What follows belongs to an exercise in optimizing a design on an open flow for small area and few clock cycles; a production flow would make more cautious choices. The RTL was checked by simulation tests, not by an equivalence proof against the original design. Power is estimated from default activity; no workload was simulated.

===== flow/config.mk =====
export PLATFORM = sky130hd
export DESIGN_NAME = data_store_top
export DESIGN_NICKNAME = data_store_top
export VERILOG_FILES = /design/flow/design.v
export SDC_FILE = /design/flow/constraint.sdc
export NUM_CORES = 4
export LEC_CHECK = 0
export CAP_MARGIN = 20
export CORE_MARGIN = 2
export CORE_UTILIZATION = 55
export CTS_CLUSTER_DIAMETER = 80
export CTS_CLUSTER_SIZE = 25
export SLEW_MARGIN = 20
export SYNTH_HIERARCHICAL = 1

===== flow/constraint.sdc =====
create_clock -name core_clock -period 6.0 [get_ports {ddr3_user_clk}]
set_input_delay 1.2000 -clock core_clock [delete_from_list [all_inputs] [get_ports {ddr3_user_clk}]]
set_output_delay 1.2000 -clock core_clock [all_outputs]
set_load 0.01 [all_outputs]

===== flow/design.v =====
`timescale 1ns/10ps
package store_pkg;
  localparam int num_channels = 3;
  localparam int data_w       = 128;
  localparam int addr_w       = 32;
  localparam int count_w      = 4;
  localparam int fifo_depth   = 8;
  localparam int ptr_w        = 3;
  localparam int burst_len    = 8;
  localparam int region_bursts = 4;
  localparam int burst_cnt_w   = 3;
  localparam int state_w = 2;
  localparam logic [state_w-1:0] st_idle = 2'd0;
  localparam logic [state_w-1:0] st_cmd  = 2'd1;
  localparam logic [state_w-1:0] st_data = 2'd2;
  typedef logic [data_w-1:0]       data_t;
  typedef logic [addr_w-1:0]       addr_t;
  typedef logic [num_channels-1:0] chan_mask_t;
  typedef logic [count_w-1:0]      fifo_count_t;
  localparam addr_t burst_addr_step = 32'd128;
  localparam logic [num_channels*addr_w-1:0] region_base = {
    32'hB200_0000,
    32'h9900_0000,
    32'h8000_0000
  };
endpackage
`timescale 1ns/10ps
module capture_fifo
(
  input  logic        ddr3_user_clk,
  input  logic        fifo_rst_trig_corss_domian,
  input  store_pkg::data_t       in_data,
  input  logic        in_valid,
  output logic        in_ready,
  input  logic        pop,
  output logic [store_pkg::fifo_depth-1:0][store_pkg::data_w-1:0] slots,
  output store_pkg::fifo_count_t count
);
  store_pkg::data_t            mem [0:store_pkg::fifo_depth-1];
  logic [store_pkg::ptr_w-1:0] wr_ptr;
  logic             push;
  assign in_ready = !count[store_pkg::count_w-1];
  assign push     = in_valid && in_ready;
  always_comb
  begin
    for (int i = 0; i < store_pkg::fifo_depth; i++)
      slots[i] = mem[i];
  end
  always_ff @(posedge ddr3_user_clk)
  begin
    if (fifo_rst_trig_corss_domian)
    begin
      wr_ptr <= '0;
      count  <= '0;
    end
    else
    begin
      if (push)
        wr_ptr <= wr_ptr + 1'b1;
      case ({push, pop})
        2'b10:   count <= count + 1'b1;
        2'b01:   count <= count - 1'b1;
        default: count <= count;
      endcase
    end
  end
  always_ff @(posedge ddr3_user_clk)
  begin
    for (int i = 0; i < store_pkg::fifo_depth; i++)
    begin
      if (push && wr_ptr == store_pkg::ptr_w'(i))
        mem[i] <= in_data;
    end
  end
endmodule
`timescale 1ns/10ps
module region_addr_gen
(
  input  logic       ddr3_user_clk,
  input  logic       fifo_rst_trig_corss_domian,
  input  store_pkg::chan_mask_t burst_done,
  output logic [store_pkg::num_channels-1:0][1:0] burst_idx,
  output store_pkg::chan_mask_t exhausted
);
  logic [store_pkg::num_channels-1:0][store_pkg::burst_cnt_w-1:0] burst_cnt;
  always_comb
  begin
    for (int c = 0; c < store_pkg::num_channels; c++)
    begin
      exhausted[c] = burst_cnt[c][2];
      burst_idx[c] = burst_cnt[c][1:0];
    end
  end
  always_ff @(posedge ddr3_user_clk)
  begin
    for (int c = 0; c < store_pkg::num_channels; c++)
    begin
      if (fifo_rst_trig_corss_domian)
        burst_cnt[c] <= '0;
      else if (burst_done[c] && !exhausted[c])
        burst_cnt[c] <= burst_cnt[c] + 1'b1;
    end
  end
endmodule
`timescale 1ns/10ps
module burst_scheduler
(
  input  logic        ddr3_user_clk,
  input  logic        fifo_rst_trig_corss_domian,
  input  logic [store_pkg::num_channels-1:0][store_pkg::count_w-1:0] fifo_count,
  input  store_pkg::chan_mask_t  exhausted,
  input  logic [store_pkg::num_channels-1:0][1:0] burst_idx,
  output store_pkg::chan_mask_t  pop,
  output logic [store_pkg::num_channels-1:0][store_pkg::fifo_depth-1:0] rd_sel,
  output store_pkg::chan_mask_t  burst_done,
  output logic        wr_valid,
  input  logic        wr_ready,
  output store_pkg::addr_t       wr_addr,
  input  logic        wr_data_req,
  input  logic        wr_data_end
);
  logic [store_pkg::state_w-1:0] state;
  store_pkg::chan_mask_t         grant;
  store_pkg::chan_mask_t         eligible;
  store_pkg::chan_mask_t         pick;
  store_pkg::chan_mask_t         sel;
  logic [store_pkg::ptr_w-1:0]   beat;
  logic [1:0]                    idx;
  logic               idle;
  logic               in_data;
  always_comb
  begin
    for (int c = 0; c < store_pkg::num_channels; c++)
    begin
      eligible[c] = !exhausted[c] && fifo_count[c][store_pkg::count_w-1];
    end
  end
  always_comb
  begin
    case (grant)
      3'b001:  pick = eligible[1] ? 3'b010 : eligible[2] ? 3'b100 : eligible[0] ? 3'b001 : 3'b000;
      3'b010:  pick = eligible[2] ? 3'b100 : eligible[0] ? 3'b001 : eligible[1] ? 3'b010 : 3'b000;
      default: pick = eligible[0] ? 3'b001 : eligible[1] ? 3'b010 : eligible[2] ? 3'b100 : 3'b000;
    endcase
  end
  assign idle    = (state == store_pkg::st_idle);
  assign in_data = (state == store_pkg::st_data);
  always_ff @(posedge ddr3_user_clk)
  begin
    if (fifo_rst_trig_corss_domian)
    begin
      state <= store_pkg::st_idle;
      grant <= '0;
      beat  <= '0;
    end
    else
    begin
      case (state)
        store_pkg::st_idle:
        begin
          if (|eligible)
          begin
            grant <= pick;
            state <= wr_ready ? store_pkg::st_data : store_pkg::st_cmd;
          end
        end
        store_pkg::st_cmd:
        begin
          if (wr_ready)
            state <= store_pkg::st_data;
        end
        store_pkg::st_data:
        begin
          if (wr_data_req)
            beat <= beat + 1'b1;
          if (wr_data_end)
            state <= store_pkg::st_idle;
        end
        default:
        begin
          state <= store_pkg::st_idle;
        end
      endcase
    end
  end
  assign wr_valid = (state == store_pkg::st_cmd) || (idle && |eligible);
  assign pop        = in_data ? (grant & {store_pkg::num_channels{wr_data_req}}) : '0;
  assign burst_done = (in_data && wr_data_end) ? grant : '0;
  always_comb
  begin
    for (int c = 0; c < store_pkg::num_channels; c++)
      for (int i = 0; i < store_pkg::fifo_depth; i++)
        rd_sel[c][i] = grant[c] && (beat == store_pkg::ptr_w'(i));
  end
  assign sel = idle ? pick : grant;
  always_comb
  begin
    wr_addr = '0;
    idx     = '0;
    for (int c = 0; c < store_pkg::num_channels; c++)
    begin
      if (sel[c])
      begin
        wr_addr = wr_addr | store_pkg::region_base[c*store_pkg::addr_w +: store_pkg::addr_w];
        idx     = idx | burst_idx[c];
      end
    end
    wr_addr[8:7] = idx;
  end
endmodule
`timescale 1ns/10ps
module data_store_top
(
  input  logic  ddr3_user_clk,
  input  logic  fifo_rst_trig_corss_domian,
  input  store_pkg::data_t sample_data_0,
  input  logic  sample_valid_0,
  output logic  sample_ready_0,
  input  store_pkg::data_t sample_data_1,
  input  logic  sample_valid_1,
  output logic  sample_ready_1,
  input  store_pkg::data_t sample_data_2,
  input  logic  sample_valid_2,
  output logic  sample_ready_2,
  output logic  wr_valid,
  input  logic  wr_ready,
  output store_pkg::addr_t wr_addr,
  output store_pkg::data_t wr_data,
  input  logic  wr_data_req,
  input  logic  wr_data_end
);
  logic [store_pkg::num_channels-1:0][store_pkg::count_w-1:0] fifo_count;
  logic [store_pkg::num_channels-1:0][store_pkg::fifo_depth-1:0][store_pkg::data_w-1:0] fifo_slots;
  logic [store_pkg::num_channels-1:0][1:0] burst_idx;
  store_pkg::chan_mask_t  exhausted;
  store_pkg::chan_mask_t  pop;
  store_pkg::chan_mask_t  burst_done;
  logic [store_pkg::num_channels-1:0][store_pkg::fifo_depth-1:0] rd_sel;
  capture_fifo u_fifo_0 (
    .ddr3_user_clk              (ddr3_user_clk),
    .fifo_rst_trig_corss_domian (fifo_rst_trig_corss_domian),
    .in_data                    (sample_data_0),
    .in_valid                   (sample_valid_0),
    .in_ready                   (sample_ready_0),
    .pop                        (pop[0]),
    .slots                      (fifo_slots[0]),
    .count                      (fifo_count[0])
  );
  capture_fifo u_fifo_1 (
    .ddr3_user_clk              (ddr3_user_clk),
    .fifo_rst_trig_corss_domian (fifo_rst_trig_corss_domian),
    .in_data                    (sample_data_1),
    .in_valid                   (sample_valid_1),
    .in_ready                   (sample_ready_1),
    .pop                        (pop[1]),
    .slots                      (fifo_slots[1]),
    .count                      (fifo_count[1])
  );
  capture_fifo u_fifo_2 (
    .ddr3_user_clk              (ddr3_user_clk),
    .fifo_rst_trig_corss_domian (fifo_rst_trig_corss_domian),
    .in_data                    (sample_data_2),
    .in_valid                   (sample_valid_2),
    .in_ready                   (sample_ready_2),
    .pop                        (pop[2]),
    .slots                      (fifo_slots[2]),
    .count                      (fifo_count[2])
  );
  read_mux u_read_mux (
    .slots   (fifo_slots),
    .sel     (rd_sel),
    .data    (wr_data)
  );
  region_addr_gen u_addr_gen (
    .ddr3_user_clk              (ddr3_user_clk),
    .fifo_rst_trig_corss_domian (fifo_rst_trig_corss_domian),
    .burst_done                 (burst_done),
    .burst_idx                  (burst_idx),
    .exhausted                  (exhausted)
  );
  burst_scheduler u_sched (
    .ddr3_user_clk              (ddr3_user_clk),
    .fifo_rst_trig_corss_domian (fifo_rst_trig_corss_domian),
    .fifo_count                 (fifo_count),
    .exhausted                  (exhausted),
    .burst_idx                  (burst_idx),
    .pop                        (pop),
    .rd_sel                     (rd_sel),
    .burst_done                 (burst_done),
    .wr_valid                   (wr_valid),
    .wr_ready                   (wr_ready),
    .wr_addr                    (wr_addr),
    .wr_data_req                (wr_data_req),
    .wr_data_end                (wr_data_end)
  );
endmodule
module read_mux
(
  input  logic [store_pkg::num_channels-1:0][store_pkg::fifo_depth-1:0][store_pkg::data_w-1:0] slots,
  input  logic [store_pkg::num_channels-1:0][store_pkg::fifo_depth-1:0] sel,
  output store_pkg::data_t data
);
  for (genvar b = 0; b < store_pkg::data_w; b++)
  begin : g_bit
    logic [store_pkg::fifo_depth-1:0] grp_n;
    for (genvar i = 0; i < store_pkg::fifo_depth; i++)
    begin : g_slot
      aoi3_sel u_aoi (
        .d0  (slots[0][i][b]),
        .d1  (slots[1][i][b]),
        .d2  (slots[2][i][b]),
        .s0  (sel[0][i]),
        .s1  (sel[1][i]),
        .s2  (sel[2][i]),
        .y_n (grp_n[i])
      );
    end
    nand8_join u_join (
      .a_n (grp_n),
      .y   (data[b])
    );
  end
endmodule
module aoi3_sel
(
  input  logic d0,
  input  logic d1,
  input  logic d2,
  input  logic s0,
  input  logic s1,
  input  logic s2,
  output logic y_n
);
  assign y_n = !((d0 && s0) || (d1 && s1) || (d2 && s2));
endmodule
module nand8_join
(
  input  logic [7:0] a_n,
  output logic       y
);
  assign y = !(&a_n);
endmodule

===== flow/run.sh =====
#!/bin/bash
# synth_recipe.tcl (not shown) runs the flow's synth.tcl, then flattens the netlist and writes it again
# the make line also repeats each setting of config.mk as NAME=value (left out here)
make -C /OpenROAD-flow-scripts/flow DESIGN_CONFIG=/design/flow/config.mk WORK_HOME=/design/flow/orfs CLKGATE_MAP_FILE= SYNTH_SCRIPT=/design/flow/synth_recipe.tcl finish

==> impl_metrics.env, run 1 <==
export IMPL_cp_cell_sequence="and3_4 > buf_4 > a222oi_1 > nand4_1 > or2_1 > clkdlybuf4s50_1"
export IMPL_status="timing/DRC/antenna clean"
export IMPL_fill_cells=13347
export IMPL_hold_viol_final=0
export IMPL_slowest_stage="and3_4"
export IMPL_postCtsSetupBuffers=0
export IMPL_vias=63011
export IMPL_grt_start_max_net_pins=67
export IMPL_synthFlopType="edfxtp_1"
export IMPL_nets=6125
export IMPL_setup_viol=0
export IMPL_synth_avg_cell_area_sq_um=22.3
export IMPL_multi_input_area_sq_um=14800
export IMPL_post_route_period_util_pct=92.4
export IMPL_die_h_um=447
export IMPL_crit_type="flop to output port"
export IMPL_finalClockSkew_ns=0.0432
export IMPL_port_buffers=531
export IMPL_gp_congestion=0.854
export IMPL_grt_usage_pct=36.1
export IMPL_path_delay_family="simple AND/OR/NAND/NOR gates"
export IMPL_critPathRequiredTime_ns=4.80
export IMPL_clock_sinks=3110
export IMPL_grt_overflow=0
export IMPL_grt_antenna_before_repair=71
export IMPL_insertion_delay_ns=0.86
export IMPL_cts_buffer_depth=3
export IMPL_cts_made_buffers=145
export IMPL_worstMarginPinSlew_ns=1.08
export IMPL_synthArstFlopShare_pct=0
export IMPL_ant_nets=0
export IMPL_drc=0
export IMPL_p_leak_nw=38.5
export IMPL_syn_area_sq_um=108000
export IMPL_ir_worst_vdd_mv=0.208
export IMPL_die_width_um=447
export IMPL_post_route_min_period_ns=5.55
export IMPL_min_path_type="flop to flop"
export IMPL_synth_edff_count=3072
export IMPL_fmax_mhz=180
export IMPL_h_tree_depth=4
export IMPL_die_area_sq_um=200000
export IMPL_maxCapViolCount=0
export IMPL_core_area_sq_um=195000
export IMPL_path_buf_inv=2
export IMPL_vias_per_cell=7.49
export IMPL_regArea_sq_um=93000
export IMPL_grt_first_pass_wirelength_um=496000
export IMPL_final_cells=8414
export IMPL_drt_iter0_markers=13581
export IMPL_ioPinCount=556
export IMPL_ys_types=54
export IMPL_post_cts_resized=0
export IMPL_worstPathArrival_ns=4.35
export IMPL_critical_path_max_stage_delay_ns=0.87
export IMPL_wl_per_cell_um=43.2
export IMPL_drv_slew=0
export IMPL_drive_gt1_share_pct=7.65
export IMPL_cts_hold_buf=0
export IMPL_row_count=162
export IMPL_seq_area_frac_synth_pct=86.2
export IMPL_worst_setup_path_start_kind="flop"
export IMPL_drt_total_wl_um=363000
export IMPL_first_pass_iters=13
export IMPL_initial_utilization_pct=55.4
export IMPL_slew_limit_headroom_pct=28.3
export IMPL_setup_tns_ns=0
export IMPL_clk_pin_slew_worst_paths_ns=0.09
export IMPL_path_max_fanout=35
export IMPL_yosysWarningCount=10
export IMPL_area_growth_syn_to_layout_pct=14.6
export IMPL_power_density_nw_per_um2=302
export IMPL_ys_seq_elements=3110
export IMPL_finalHoldWorstSlack_ns=0.502
export IMPL_netlist_instances=4832
export IMPL_cts_tree="done"
export IMPL_cts_root_buf="clkbuf_16"
export IMPL_grt_pass1_vias=62416
export IMPL_dpl_cell_count=8174
export IMPL_hpwl_um=204000
export IMPL_grt_setup_unrepaired="no"
export IMPL_critPathCaptureType="output port"
[where the power goes]
part | switching, mW | total (mW) | internal [mW]
sequential | 0.145 | 24.7 | 24.5
clock | 6.49 | 11.3 | 4.83
combinational | 1.03 | 1.36 | 0.334
[metrics by stage]
step	total power [mW]	instance area (sq um)	setup slack, ns	utilization, %
after global routing	38.2	124000	0.414	63.4
final	37.3	124000	0.453	63.4
after CTS	37.4	123000	0.395	63.4
after floorplan	25.5	108000	0.783	-
after global placement	26.5	119000	1.33	61.2
after detailed placement	26.5	119000	1.30	61.2
[per-module statistics from Yosys (local to each module, per instance), excerpt]
module           cells inside  flops+latches  area, sq um  times used
aoi3_sel                    1              0         10.0        1024
burst_scheduler           135              8         1030           1
capture_fifo             1083           1031        31200           3
nand8_join                  3              0         18.8         128
region_addr_gen            40              9          408           1
[layout make-up]
type                       instances  share of cell area, %
inverter                          22                 0.0668
antenna                           48                 0.0972
tap                             2624                   2.66
clock inverter                    19                  0.130
clock buffer                     173                   3.25
sequential                      3110                   75.3
multi-input combinational       1686                   12.0
timing repair buffer             732                   6.56
[cells in the mapped netlist, types with 3 or more instances]
cell type | instances | area (sq um)
nand2b_1 | 5 | 31.3
nor2_1 | 33 | 124
a211oi_1 | 4 | 30.0
buf_4 | 26 | 195
a222oi_1 | 1024 | 10200
nand4_1 | 256 | 1600
mux2_2 | 3 | 33.8
a21oi_2 | 4 | 35.0
or3_1 | 3 | 18.8
ha_1 | 36 | 450
o21ai_1 | 7 | 35.0
nand4bb_1 | 4 | 45.0
inv_1 | 22 | 82.6
or2_1 | 128 | 801
and3_1 | 36 | 225
and2_1 | 20 | 125
mux2i_1 | 3 | 30.0
a21oi_1 | 15 | 75.1
clkbuf_1 | 10 | 37.5
xor2_1 | 9 | 78.8
o21ai_0 | 3 | 15.0
edfxtp_1 | 3072 | 92200
dfxtp_1 | 38 | 761
nand2_1 | 9 | 33.8
mux2_1 | 3 | 33.8
and2b_2 | 3 | 26.3
nor3_1 | 3 | 15.0
nand3_1 | 3 | 15.0
xnor2_1 | 5 | 43.8
nor2b_1 | 14 | 87.6
a211o_1 | 3 | 26.3
[cells by family (layout without fill, tap and decap cells)]
logic type | Yosys count | after routing | share of synthesized area [%]
fa+ha+maj | 36 | 36 | 0.418
other cells | 1 | 72 | 0.00348
xor+xnor | 14 | 14 | 0.114
mux | 9 | 9 | 0.0905
compound gates | 1077 | 1077 | 9.84
buf+inv | 59 | 946 | 0.303
flops | 3110 | 3110 | 86.2
simple gates | 526 | 526 | 2.98
[sequential cells by signal, indices dropped and copies added (netlist names)]
name                  flops
u_addr_gen.burst_cnt      9
u_fifo_0.count            4
u_fifo_0.mem           1024
u_fifo_0.wr_ptr           3
u_fifo_1.count            4
u_fifo_1.mem           1024
u_fifo_1.wr_ptr           3
u_fifo_2.count            4
u_fifo_2.mem           1024
u_fifo_2.wr_ptr           3
u_sched.beat              3
u_sched.grant             3
u_sched.state             2
[final timing paths]
kind / from / to / slack [ns] / cells past startpoint
setup reg to reg: u_fifo_2.count[3] / u_fifo_2.mem[5][85] / 3.07 / 3
hold reg to reg: u_addr_gen.burst_cnt[1] / u_addr_gen.burst_cnt[1] / 0.50 / 2
hold / removal: u_addr_gen.burst_cnt[1] / u_addr_gen.burst_cnt[1] / 0.50 / 2
setup / recovery: u_sched.grant[0] / wr_data[127] / 0.45 / 6
[worst register-to-register path, cell delays in order, from the launching register on]
cell and delay, ns:
dfxtp_1 0.38, nor2b_1 0.74, and3_4 0.88, buf_4 0.56
[cell usage in the layout, fill, tap and decap left out, types with 14 or more instances in the layout]
cell	synthesis	layout
clkdlybuf4s50_1	0	531
buf_12	0	102
dfxtp_1	38	38
diode_2	0	48
ha_1	36	36
conb_1	1	24
nor2_1	33	33
and3_4	0	30
or2_1	128	128
a222oi_1	1024	1024
clkbuf_1	10	14
and2_4	0	18
edfxtp_1	3072	3072
a21oi_1	15	15
clkbuf_16	0	158
nand4_1	256	256
nor2b_1	14	14
inv_1	22	22
buf_4	26	99
[metal layers]
layer | wire length [um] | vias up | global-route usage, %
met5 | 292 | - | 0
met4 | 14400 | 42 | 14.5
li1 | - | 24255 | -
met1 | 128000 | 32820 | 49.0
met3 | 45500 | 682 | 7.15
met2 | 175000 | 5212 | 57.8
Testbench counts, summed over its fixed seeds: cycles 20,440.
==> inputs of run 2 (changes only) <==
==> flow/flow/run.sh (new file) <==
#!/bin/bash
# Standard layout, except that the port buffers are the smallest buffer cell
# (every input and output port still gets its own buffer).
set -e
cd "$(dirname "$0")/.."
echo 'export BUFFER_PORTS_ARGS = -buffer_cell sky130_fd_sc_hd__buf_1' >> config.mk
export BUFFER_PORTS_ARGS="-buffer_cell sky130_fd_sc_hd__buf_1"
bash standard.sh > standard.log 2>&1
==> flow/standard.sh (new file) <==
#!/bin/bash
# synth_recipe.tcl (not shown) runs the flow's synth.tcl, then flattens the netlist and writes it again
# the make line also repeats each setting of config.mk as NAME=value (left out here)
make -C /OpenROAD-flow-scripts/flow DESIGN_CONFIG=/design/flow/config.mk WORK_HOME=/design/flow/orfs CLKGATE_MAP_FILE= SYNTH_SCRIPT=/design/flow/synth_recipe.tcl "${@:-finish}"
--- a/flow/config.mk
+++ b/flow/config.mk
@@ -14 +14,2 @@
 export SYNTH_HIERARCHICAL = 1
+export BUFFER_PORTS_ARGS = -buffer_cell sky130_fd_sc_hd__buf_1
removed: flow/run.sh
==> run 2 against run 1 <==
  * Wire length fell by 3.0%
  * Sequential share of layout area rose by 2.5 points
  * Core utilization fell by 2.1 points
  * Global-route usage fell by 1.1 points
  * Register-to-register slack got worse by 0.18 ns
  * Clock power barely moved
  * Synthesized cell count did not move
  * Largest power group unchanged
==> impl_metrics.env, run 2 <==
export IMPL_path_buf_inv=2
export IMPL_final_cell_mix="edfxtp_1, a222oi_1, buf_1"
export IMPL_ys_types=54
export IMPL_post_cts_resized=0
export IMPL_synth_top_area_cell="edfxtp_1"
export IMPL_synthFlopType="edfxtp_1"
export IMPL_vias=62799
export IMPL_drt_total_wl_um=352000
export IMPL_cts_made_buffers=145
export IMPL_hold_viol_final=0
export IMPL_cts_hold_buf=0
export IMPL_total_power_mw=37.0
export IMPL_largestRegisters="u_fifo_0.mem x1024, u_fifo_1.mem x1024, u_fifo_2.mem x1024"
export IMPL_yosysTopAreaCellShare_pct=85.5
export IMPL_crit_type="flop to output port"
export IMPL_first_pass_iters=10
export IMPL_synth_edff_count=3072
export IMPL_drt_iter0_markers=13051
export IMPL_power_density_nw_per_um2=310
export IMPL_drive_gt1_share_pct=6.93
export IMPL_cp_cell_sequence="ha_1 > and2_4 > buf_4 > a222oi_1 > nand4_1 > or2_1 > buf_1"
export IMPL_die_area_sq_um=200000
export IMPL_grt_start_max_net_pins=78
export IMPL_setup_tns_ns=0
export IMPL_gp_congestion=0.843
export IMPL_cts_root_buf="clkbuf_16"
export IMPL_fmax_mhz=187
export IMPL_row_count=162
export IMPL_path_max_fanout=39
export IMPL_synthTopCellsByArea="edfxtp_1, a222oi_1, nand4_1"
export IMPL_grt_antenna_before_repair=87
export IMPL_yosys_top_cells_count="edfxtp_1, a222oi_1, nand4_1, or2_1, dfxtp_1"
export IMPL_finalClockSkew_ns=0.0285
export IMPL_seq_area_frac_synth_pct=86.2
export IMPL_cts_buffer_depth=3
export IMPL_maxCapViolCount=0
export IMPL_drc=0
export IMPL_post_route_min_period_ns=5.34
export IMPL_cts_tree="done"
export IMPL_grt_usage_pct=35.0
export IMPL_initial_utilization_pct=55.4
export IMPL_path_delay_family="simple AND/OR/NAND/NOR gates"
export IMPL_hpwl_um=198000
export IMPL_slew_limit_headroom_pct=23.8
export IMPL_dpl_instance_area_sq_um=115000
export IMPL_grt_first_pass_wirelength_um=484000
export IMPL_ys_seq_elements=3110
export IMPL_final_area_sq_um=120000
export IMPL_ioPinCount=556
export IMPL_final_util_pct=61.4
export IMPL_clock_sinks=3110
export IMPL_ant_nets=0
export IMPL_port_buffers=531
export IMPL_final_common_cell="edfxtp_1"
export IMPL_synth_most_common_cell="edfxtp_1"
export IMPL_core_area_sq_um=195000
export IMPL_clk_pin_slew_worst_paths_ns=0.10
export IMPL_grt_overflow=0
export IMPL_worstMarginPinSlew_ns=1.14
export IMPL_netlist_instances=4832
export IMPL_wl_per_cell_um=42.1
export IMPL_synth_avg_cell_area_sq_um=22.3
export IMPL_slowest_stage="and2_4"
export IMPL_worst_setup_path_start_kind="flop"
export IMPL_die_width_um=447
export IMPL_grt_setup_unrepaired="no"
export IMPL_post_route_period_util_pct=88.9
export IMPL_setup_viol=0
export IMPL_status="timing/DRC/antenna clean"
export IMPL_synthArstFlopShare_pct=0
export IMPL_vias_per_cell=7.50
export IMPL_insertion_delay_ns=0.86
export IMPL_p_leak_nw=36.7
export IMPL_critPathCaptureType="output port"
export IMPL_syn_area_sq_um=108000
export IMPL_nets=6083
export IMPL_min_path_type="flop to flop"
export IMPL_ir_worst_vdd_mv=0.319
export IMPL_area_growth_syn_to_layout_pct=10.8
export IMPL_die_h_um=447
export IMPL_h_tree_depth=4
export IMPL_postCtsSetupBuffers=0
export IMPL_worstPathArrival_ns=4.14
export IMPL_drv_slew=0
export IMPL_yosysWarningCount=10
export IMPL_critPathRequiredTime_ns=4.80
export IMPL_finalHoldWorstSlack_ns=0.497
export IMPL_critical_path_max_stage_delay_ns=0.83
export IMPL_grt_pass1_vias=61491
-- run 2: cell type report --
type,count,area (sq um)
Sequential cell,3110,93000
Fill cell,13806,75300
Multi-Input combinational cell,1686,14800
Timing Repair Buffer,690,4100
Clock buffer,163,3900
Tap cell,2624,3280
Clock inverter,15,219
Antenna cell,59,148
Inverter,22,82.6
-- run 2: cell families after synthesis --
logic type,count (synthesis),synth area share (%)
AO/OA/AOI/OAI,1077,9.84
XOR/XNOR,14,0.114
adder cells (fa/ha/maj),36,0.418
buffers and inverters,59,0.303
flip-flops,3110,86.2
multiplexers,9,0.0905
other,1,0.00348
AND/OR/NAND/NOR,526,2.98
-- run 2: tightest hold or removal path, stage by stage, from the launching register on --
cell	delay, ns
dfxtp_1	0.34
nand2b_1	0.07
o21ai_1	0.05
-- run 2: layer usage --
layer / vias to the layer above / wire (um) / global-route usage [%]
li1: 24131 / - / -
met1: 32995 / 128000 / 48.6
met2: 4991 / 169000 / 55.7
met3: 650 / 41300 / 5.89
met4: 32 / 13500 / 14.2
met5: - / 218 / 0
-- run 2: power by group --
part	internal, mW	switching [mW]	total (mW)	leakage, nW
Clock	4.80	6.45	11.3	2.02
Sequential	24.5	0.146	24.7	28.2
Combinational	0.142	0.975	1.12	6.51
Total	29.5	7.57	37.0	36.7
-- run 2: per-module statistics from Yosys, one instance, submodules excluded, a selection --
module,flops+latches,copies in the design,cells inside
burst_scheduler,8,1,135
nand8_join,0,128,3
region_addr_gen,9,1,40
capture_fifo,1031,3,1083
aoi3_sel,0,1024,1
-- run 2: path summary, 6_finish.rpt --
path,startpoint,endpoint,slack [ns],cells past startpoint
worst max-delay path,u_sched.beat[2],wr_data[113],0.66,7
worst min-delay path,u_addr_gen.burst_cnt[1],u_addr_gen.burst_cnt[1],0.50,2
worst max register to register,u_fifo_1.count[3],u_fifo_1.mem[5][79],2.89,3
worst min register to register,u_addr_gen.burst_cnt[1],u_addr_gen.burst_cnt[1],0.50,2
-- run 2: stage by stage --
stage | setup WS [ns] | instances
3_5_place_dp | 1.66 | 8132
5_1_grt | 0.654 | 8358
3_3_place_gp | 1.75 | 8132
4_1_cts | 0.721 | 8310
2_1_floorplan | 0.783 | 4855
6_report | 0.664 | 8369

[static timing again, ports no longer ideal]
In the flow no input, the clock included, has a driving cell. The finished layouts below were timed again as built, in two steps.
Step 1 assumes that a clkbuf_16 drives the clock port and a buf_2 every other input.
Step 2, shift: input delay + t, output delay - t, t = (earliest + latest rising clock arrival at the registers) / 2. This alone moves slack from input paths to output paths.
Slacks: ideal / step 1 / step 2; pairs: ideal / step 1.
run	t (ns)	setup slack, ns	hold WS [ns]	latest minus earliest clock arrival (ns)	cell pins on the clock port's net
run 1	0.929	0.453 / 0.362 / 1.291	0.502 / 0.502 / 0.502	0.044 / 0.044	1
run 2	0.926	0.664 / 0.573 / 1.499	0.497 / 0.497 / 0.497	0.043 / 0.043	1
After both steps setup and hold are still met in every run listed.
